What follows belongs to an exercise in optimizing a design on an open flow for small area, a short achievable clock period and few clock cycles per item; a production flow would make more cautious choices. Only the layout flow was run in this run; the RTL was not checked for function there. Power and IR drop assume default switching activity.

--- flow/config.mk ---
export PLATFORM = sky130hd
export DESIGN_NAME = rv_core_top
export DESIGN_NICKNAME = rv_core_top
export VERILOG_FILES = /design/flow/design.v
export SDC_FILE = /design/flow/constraint.sdc
export NUM_CORES = 4
export LEC_CHECK = 0
export CAP_MARGIN = 20
export CORE_MARGIN = 2
export CORE_UTILIZATION = 45
export PLACE_DENSITY = 0.55
export SLEW_MARGIN = 20
--- flow/constraint.sdc ---
create_clock -name core_clock -period 6.5 [get_ports {sys_clk}]
set_input_delay 1.3000 -clock core_clock [delete_from_list [all_inputs] [get_ports {sys_clk}]]
set_output_delay 1.3000 -clock core_clock [all_outputs]
set_load 0.01 [all_outputs]
--- flow/design.v ---
package isa_pkg;
    localparam logic [6:0] OPC_OP     = 7'b0110011;
    localparam logic [6:0] OPC_OP_IMM = 7'b0010011;
    localparam logic [6:0] OPC_LUI    = 7'b0110111;
    localparam logic [2:0] F3_ADD_SUB = 3'b000;
    localparam logic [2:0] F3_SLL     = 3'b001;
    localparam logic [2:0] F3_SLT     = 3'b010;
    localparam logic [2:0] F3_SLTU    = 3'b011;
    localparam logic [2:0] F3_XOR     = 3'b100;
    localparam logic [2:0] F3_SRL_SRA = 3'b101;
    localparam logic [2:0] F3_OR      = 3'b110;
    localparam logic [2:0] F3_AND     = 3'b111;
    localparam logic [6:0] FUNCT7_ALT = 7'b0100000;
    localparam int OPC_LSB   = 0;
    localparam int RD_LSB    = 7;
    localparam int F3_LSB    = 12;
    localparam int RS1_LSB   = 15;
    localparam int RS2_LSB   = 20;
    localparam int F7_LSB    = 25;
    localparam int IMM_I_LSB = 20;
    localparam int IMM_U_LSB = 12;
endpackage
module gpr_file (
    input  logic                      sys_clk,
    input  logic                      clr,
    input  logic                      wen,
    input  logic [5-1:0]   wrd,
    input  logic [32-1:0]     wdata,
    input  logic [32-1:1] sel1,
    input  logic [32-1:1] sel2,
    output logic [32-1:0]     rdata1,
    output logic [32-1:0]     rdata2
);
    logic [32-1:0] regs [32-1:1];
    logic [32-1:0] wval;
    assign wval = clr ? '0 : wdata;
    for (genvar i = 1; i < 32; i++) begin : g_reg
        always_ff @(posedge sys_clk) begin
            if (clr || (wen && wrd == i)) regs[i] <= wval;
        end
    end
    always_comb begin
        rdata1 = '0;
        rdata2 = '0;
        for (int i = 1; i < 32; i++) begin
            rdata1 = rdata1 | (regs[i] & {32{sel1[i]}});
            rdata2 = rdata2 | (regs[i] & {32{sel2[i]}});
        end
    end
endmodule
module rv_core_top (
    input  logic                    sys_clk,
    input  logic                    sys_rst_n,
    input  logic                    inst_valid,
    input  logic [32-1:0]   inst,
    output logic                    inst_ready,
    output logic                    wb_valid,
    output logic [5-1:0] wb_rd,
    output logic [32-1:0]   wb_data
);
    localparam int XL = 32;
    localparam int AW = 5;
    localparam int NR = 32;
    logic [6:0]    opcode;
    logic [2:0]    funct3;
    logic [6:0]    funct7;
    logic [AW-1:0] rd, rs1, rs2, rs1_eff;
    logic          is_op, is_imm, is_lui;
    logic          f7_zero, f7_alt, legal, wen_d;
    logic [XL-1:0] imm;
    logic [NR-1:1] sel1, sel2;
    assign opcode = inst[isa_pkg::OPC_LSB +: 7];
    assign rd     = inst[isa_pkg::RD_LSB +: AW];
    assign funct3 = inst[isa_pkg::F3_LSB +: 3];
    assign rs1    = inst[isa_pkg::RS1_LSB +: AW];
    assign rs2    = inst[isa_pkg::RS2_LSB +: AW];
    assign funct7 = inst[isa_pkg::F7_LSB +: 7];
    assign is_op   = opcode == isa_pkg::OPC_OP;
    assign is_imm  = opcode == isa_pkg::OPC_OP_IMM;
    assign is_lui  = opcode == isa_pkg::OPC_LUI;
    assign f7_zero = funct7 == 7'b0;
    assign f7_alt  = funct7 == isa_pkg::FUNCT7_ALT;
    always_comb begin
        legal = is_lui;
        if (is_op) begin
            legal = f7_zero || (f7_alt && (funct3 == isa_pkg::F3_ADD_SUB ||
                                           funct3 == isa_pkg::F3_SRL_SRA));
        end else if (is_imm) begin
            if (funct3 == isa_pkg::F3_SLL)          legal = f7_zero;
            else if (funct3 == isa_pkg::F3_SRL_SRA) legal = f7_zero || f7_alt;
            else                                    legal = 1'b1;
        end
    end
    assign wen_d = inst_valid && legal && (rd != '0);
    assign rs1_eff = is_lui ? '0 : rs1;
    assign imm     = is_op  ? '0 :
                     is_lui ? {inst[isa_pkg::IMM_U_LSB +: 20], 12'b0} :
                              {{(XL-12){inst[XL-1]}}, inst[isa_pkg::IMM_I_LSB +: 12]};
    for (genvar i = 1; i < NR; i++) begin : g_sel
        assign sel1[i] = rs1_eff == i;
        assign sel2[i] = is_op && rs2 == i;
    end
    logic          ex_wen;               
    logic [AW-1:0] ex_rd;
    logic [XL-1:0] ex_a, ex_b;
    logic          ex_sub, ex_sra;
    logic          ex_s_add, ex_s_sll, ex_s_slt, ex_s_sltu;
    logic          ex_s_xor, ex_s_sr, ex_s_or, ex_s_and;
    logic          r_wen;                
    logic [AW-1:0] r_rd;
    logic [XL-1:0] r_data;
    logic          rst_q;                
    logic [XL-1:0] bx, sum, sll_v, sr_v, alu;
    logic          lt, ltu;
    assign bx    = ex_b ^ {XL{ex_sub}};
    assign sum   = ex_a + bx + {{(XL-1){1'b0}}, ex_sub};
    assign lt    = (ex_a[XL-1] ^ ex_b[XL-1]) ? ex_a[XL-1] : sum[XL-1];
    assign ltu   = (ex_a[XL-1] ^ ex_b[XL-1]) ? ex_b[XL-1] : sum[XL-1];
    assign sll_v = ex_a << ex_b[4:0];
    assign sr_v  = XL'($signed({ex_sra & ex_a[XL-1], ex_a}) >>> ex_b[4:0]);
    assign alu = ({XL{ex_s_add}}  & sum)
               | ({XL{ex_s_sll}}  & sll_v)
               | ({XL{ex_s_sr}}   & sr_v)
               | ({XL{ex_s_xor}}  & (ex_a ^ ex_b))
               | ({XL{ex_s_or}}   & (ex_a | ex_b))
               | ({XL{ex_s_and}}  & (ex_a & ex_b))
               | {{(XL-1){1'b0}}, (ex_s_slt & lt) | (ex_s_sltu & ltu)};
    logic [XL-1:0] rf1, rf2, a_n, b_n;
    logic          hit_a_ex, hit_a_r, hit_b_ex, hit_b_r;
    gpr_file i_gpr_file (
        .sys_clk (sys_clk),
        .clr     (!rst_q),
        .wen     (r_wen),
        .wrd     (r_rd),
        .wdata   (r_data),
        .sel1    (sel1),
        .sel2    (sel2),
        .rdata1  (rf1),
        .rdata2  (rf2)
    );
    assign hit_a_ex = ex_wen && ex_rd == rs1_eff;
    assign hit_a_r  = r_wen  && r_rd  == rs1_eff;
    assign hit_b_ex = ex_wen && is_op && ex_rd == rs2;
    assign hit_b_r  = r_wen  && is_op && r_rd  == rs2;
    assign a_n = hit_a_ex ? alu : (hit_a_r ? r_data : rf1);
    assign b_n = hit_b_ex ? alu : (hit_b_r ? r_data : (rf2 | imm));
    always_ff @(posedge sys_clk or negedge sys_rst_n) begin
        if (!sys_rst_n) begin
            rst_q  <= 1'b0;
            ex_wen <= 1'b0;
            r_wen  <= 1'b0;
        end else begin
            rst_q  <= 1'b1;
            ex_wen <= wen_d;
            r_wen  <= ex_wen;
        end
    end
    always_ff @(posedge sys_clk) begin
        ex_rd     <= rd;
        ex_a      <= a_n;
        ex_b      <= b_n;
        ex_sub    <= !is_lui && (funct3 == isa_pkg::F3_SLT || funct3 == isa_pkg::F3_SLTU ||
                                 (is_op && funct3 == isa_pkg::F3_ADD_SUB && inst[30]));
        ex_sra    <= inst[30];
        ex_s_add  <= is_lui || funct3 == isa_pkg::F3_ADD_SUB;
        ex_s_sll  <= !is_lui && funct3 == isa_pkg::F3_SLL;
        ex_s_slt  <= !is_lui && funct3 == isa_pkg::F3_SLT;
        ex_s_sltu <= !is_lui && funct3 == isa_pkg::F3_SLTU;
        ex_s_xor  <= !is_lui && funct3 == isa_pkg::F3_XOR;
        ex_s_sr   <= !is_lui && funct3 == isa_pkg::F3_SRL_SRA;
        ex_s_or   <= !is_lui && funct3 == isa_pkg::F3_OR;
        ex_s_and  <= !is_lui && funct3 == isa_pkg::F3_AND;
        r_rd      <= ex_rd;
        r_data    <= alu;
    end
    assign inst_ready = 1'b1;
    assign wb_valid   = r_wen;
    assign wb_rd      = r_rd;
    assign wb_data    = r_data;
endmodule
--- flow/run.sh ---
#!/bin/bash
# synth_recipe.tcl (not shown) runs the flow's synth.tcl, then flattens the netlist and writes it again
# the make line also repeats each setting of config.mk as NAME=value (left out here)
make -C /OpenROAD-flow-scripts/flow DESIGN_CONFIG=/design/flow/config.mk WORK_HOME=/design/flow/orfs CLKGATE_MAP_FILE= SYNTH_SCRIPT=/design/flow/synth_recipe.tcl finish
==> impl_metrics.yaml <==
floorplanning:
  core_area_sq_um: 118200
  die-height_um: 349.3
  start_util_pct: 45.39
  dieArea_sq_um: 122000
  ios: 74
  die_x_um: 349.3
  core.rowCount: 126
flow_run:
  cap_violations: 0
final_layout:
  layout-drive-gt1-share_pct: 14.51
  areaGrowthSynthToFinish_pct: 16.04
  regArea_sq_um: 32200
  nets: 4573
  n_fill_cell: 10160
  multiInputGateArea_sq_um: 20500
timing:
  rsz0062_at_grt: "no"
  post-route-period-util_pct: 84.14
  period_minus_slack_ns: 5.469
  fmax_ghz: 0.1828
  tightest_slew_ns: 1.379
  slew_violations: 0
  holdWs_ns: 0.4237
  setup_viol: 0
  finalHoldViolCount: 0
  finalSetupTns_ns: 0
  max-slew-margin-rel_pct: 7.991
  finClkSkew_ns: 0.07793
clock_tree:
  post_cts_buffers: 0
  clkLatencyLatePin_ns: 0.82
  cts_tree: "yes"
  holdBufCountCts: 0
  clk_root_buffer_cell: "clkbuf_16"
  clock_tree.buffer_depth: 3
  cts_resized: 0
  clkTransAtPathRegs_ns: 0.06
  htreeDepth: 3
  cts_sinks: 1111
  cts_buffers: 115
setup_path:
  crit_path_max_incr_delay_ns: 0.92
  ff2ff_path_depth: 11
  cp_cell_sequence: "clkdlybuf4s50_1 -> nand4_2 -> o21ai_4 -> nor2_4 -> buf_4 -> a22o_1 -> a221oi_1 -> and3_1 -> nand4_1 -> o221ai_1 -> o21ai_0"
  required_ns: 7.03
  path_class: "input port to flop"
  end_kind: "flop"
  worstPathMaxFanout: 13
  arrival_ns: 6.00
  cpMaxStageDelayCell: "o21ai_4"
  r2r_slack_ns: 2.04
  start_kind: "input port"
grt:
  grt_start_max_net_pins: 59
  gr-total-overflow: 0
  gr-usage-all-layers_pct: 49.10
  grt_pass1_vias: 45030
  grt_pass1_wl_mm: 401.3
  antenna_found_initial: 16
synthesis:
  ys_ff_latch: 1111
  synth_common_cells: "edfxtp_1, a22oi_1, nand2_1, nor2_1, clkbuf_1"
  synthFlopType: "edfxtp_1"
  synth-edff-count: 992
  yosysTopAreaCell: "edfxtp_1"
  syn_area_sq_um: 53670
  yosysSeqAreaShare_pct: 59.98
  yosys-top-cells-area: "edfxtp_1, a22oi_1, dfxtp_1"
  synth_most_common_cell: "edfxtp_1"
  synth.distinct_cells: 91
  synth_warnings: 3
  async_flop_share_pct: 0.2700
  avgSynthCellArea_sq_um: 12.48
  syn_inst: 4301
  netlist.area_leader.share_pct: 55.51
routing:
  dr_total_vias: 48900
  drtPass1Iterations: 14
  ant_nets: 0
  drc: 0
  wire_per_inst_um: 50.21
  wl_mm: 306.0
  vias_per_cell: 8.024
  drtIter0Drc: 10930
min_path:
  whs_path_depth: 0
  hold_class: "flop to flop"
power:
  p_leak_nw: 22.00
  powerDensity_nw_per_um2: 312.0
  peakVddDrop_uv: 279.1
  p_total_mw: 19.43
placed_design:
  routabilityCongestion: 1.022
  io_buffer_count: 72
  dp_hpwl_mm: 192.8
outcome:
  status: "finished clean"
[cells by family (layout without fill, tap and decap cells)]
group | count (synthesis) | count (layout) | share of synthesized area, %
adder cells (fa/ha/maj) | 96 | 96 | 2.252
XOR/XNOR | 63 | 63 | 1.028
buffers and inverters | 451 | 690 | 3.448
other | 1 | 19 | 0.006988
multiplexers | 136 | 136 | 3.875
flip-flops | 1111 | 1111 | 59.98
AO/OA/AOI/OAI | 1496 | 1496 | 20.73
AND/OR/NAND/NOR | 947 | 947 | 8.680
[final timing paths]
path,from,endpoint
worst min-delay path,ex_rd[0],r_rd[0]
worst min register to register,ex_rd[0],r_rd[0]
worst max register to register,ex_sub,ex_b[24]
worst max-delay path,inst[2],ex_a[23]
min in group asynchronous,sys_rst_n,ex_wen
max in group asynchronous,sys_rst_n,rst_q
[per-layer routing]
layer  vias up  share of wire (%)  global-route usage, %
li1      17860                  -                      -
met1     24020                 34                  61.53
met2      5388                 40                  67.60
met3      1612                 17                  21.63
met4        18                9.2                  34.21
met5         -              0.073                 0.9027
[power by group]
group / switching, mW / internal (mW) / total [mW]
logic: 1.90 / 0.870 / 2.77
registers: 0.844 / 8.75 / 9.60
clock network: 3.04 / 4.03 / 7.06
total: 5.78 / 13.6 / 19.4
[state kept, by name, indices dropped and copies added, names as in the netlist, 5 cells and up]
name	cells
ex_a	32
ex_b	32
ex_rd	5
i_gpr_file.regs	992
r_data	32
r_rd	5
[layout make-up]
| cell class | instances | share of cell area (%) |
|---|---|---|
| inverter | 131 | 0.7896 |
| multi-input combinational | 2740 | 32.93 |
| clock buffer | 140 | 4.820 |
| timing repair buffer | 343 | 5.023 |
| tap | 1536 | 3.086 |
| sequential | 1111 | 51.71 |
| antenna | 17 | 0.06831 |
| clock inverter | 76 | 1.577 |
[cells in the final DEF (no fill, tap or decap), types with 18 or more instances in the layout]
cell             Yosys  routed
clkinv_1             1      24
nor4_1              29      29
buf_12               0      26
nor3_1              53      51
inv_1              128     128
nand3_1             67      67
bufinv_16            0      18
ha_1                95      95
o211ai_1            33      33
a22oi_1            688     688
dfxtp_1            116     111
o21ai_4              4      35
clkbuf_1           191      22
mux4_2              56      56
o21ai_0            179     148
nand2_1            253     253
a222oi_1            72      72
edfxtp_1           992     992
xnor2_1             24      24
xor2_1              39      39
a21oi_1            112     112
clkdlybuf4s50_1      0      70
and2_1              41      40
clkbuf_16            0     115
o221ai_1            25      25
a221oi_1           115     114
mux2i_1             66      66
nor2_4               1      62
buf_4                6     240
a22o_1              93      93
nor2_1             243     185
nand4_1            132     132
[metrics by stage]
stage	worst slack, ns	utilization (%)	std cells	instance area, sq um
after floorplan	2.848	-	4302	53670
after global placement	0.6460	49.15	5854	58120
after detailed placement	0.6502	49.22	5857	58200
after CTS	1.408	52.59	6073	62180
after global routing	1.191	52.63	6078	62230
final	1.031	52.67	6094	62270
[worst max-delay path: cells and delay by family]
kind            cells  cell delay (ns)
compound gates      5             2.42
simple gates        4             1.12
buf+inv             2             1.11

## afterwards: timing with drivers on the ports
The flow's constraints put no driver on any port. The routed layout listed below was extracted and timed again, unchanged, in two steps. Step 1 assumes that a clkbuf_16 drives the clock port and a buf_2 every other input. Step 2 adds t to the input delays and takes it off the output delays; t is the mean of the earliest and latest rising clock arrival at the registers after step 1. Input paths then give back, and output paths get back, about the clock's delay inside the block. Three values: ideal, step 1, step 2; two values: the first two.
t (ns): 0.866
setup WS [ns]: 1.031 / 1.085 / 0.219
worst register clock-pin slew, ns: 0.07 / 0.07
worst slew at a driven data input, ns: 0.04
pins driven straight from the clock port: 1
After both steps setup and hold are still met in this run. The setup slack of this run moves by +0.054 ns with the drivers and by -0.812 ns with both steps.
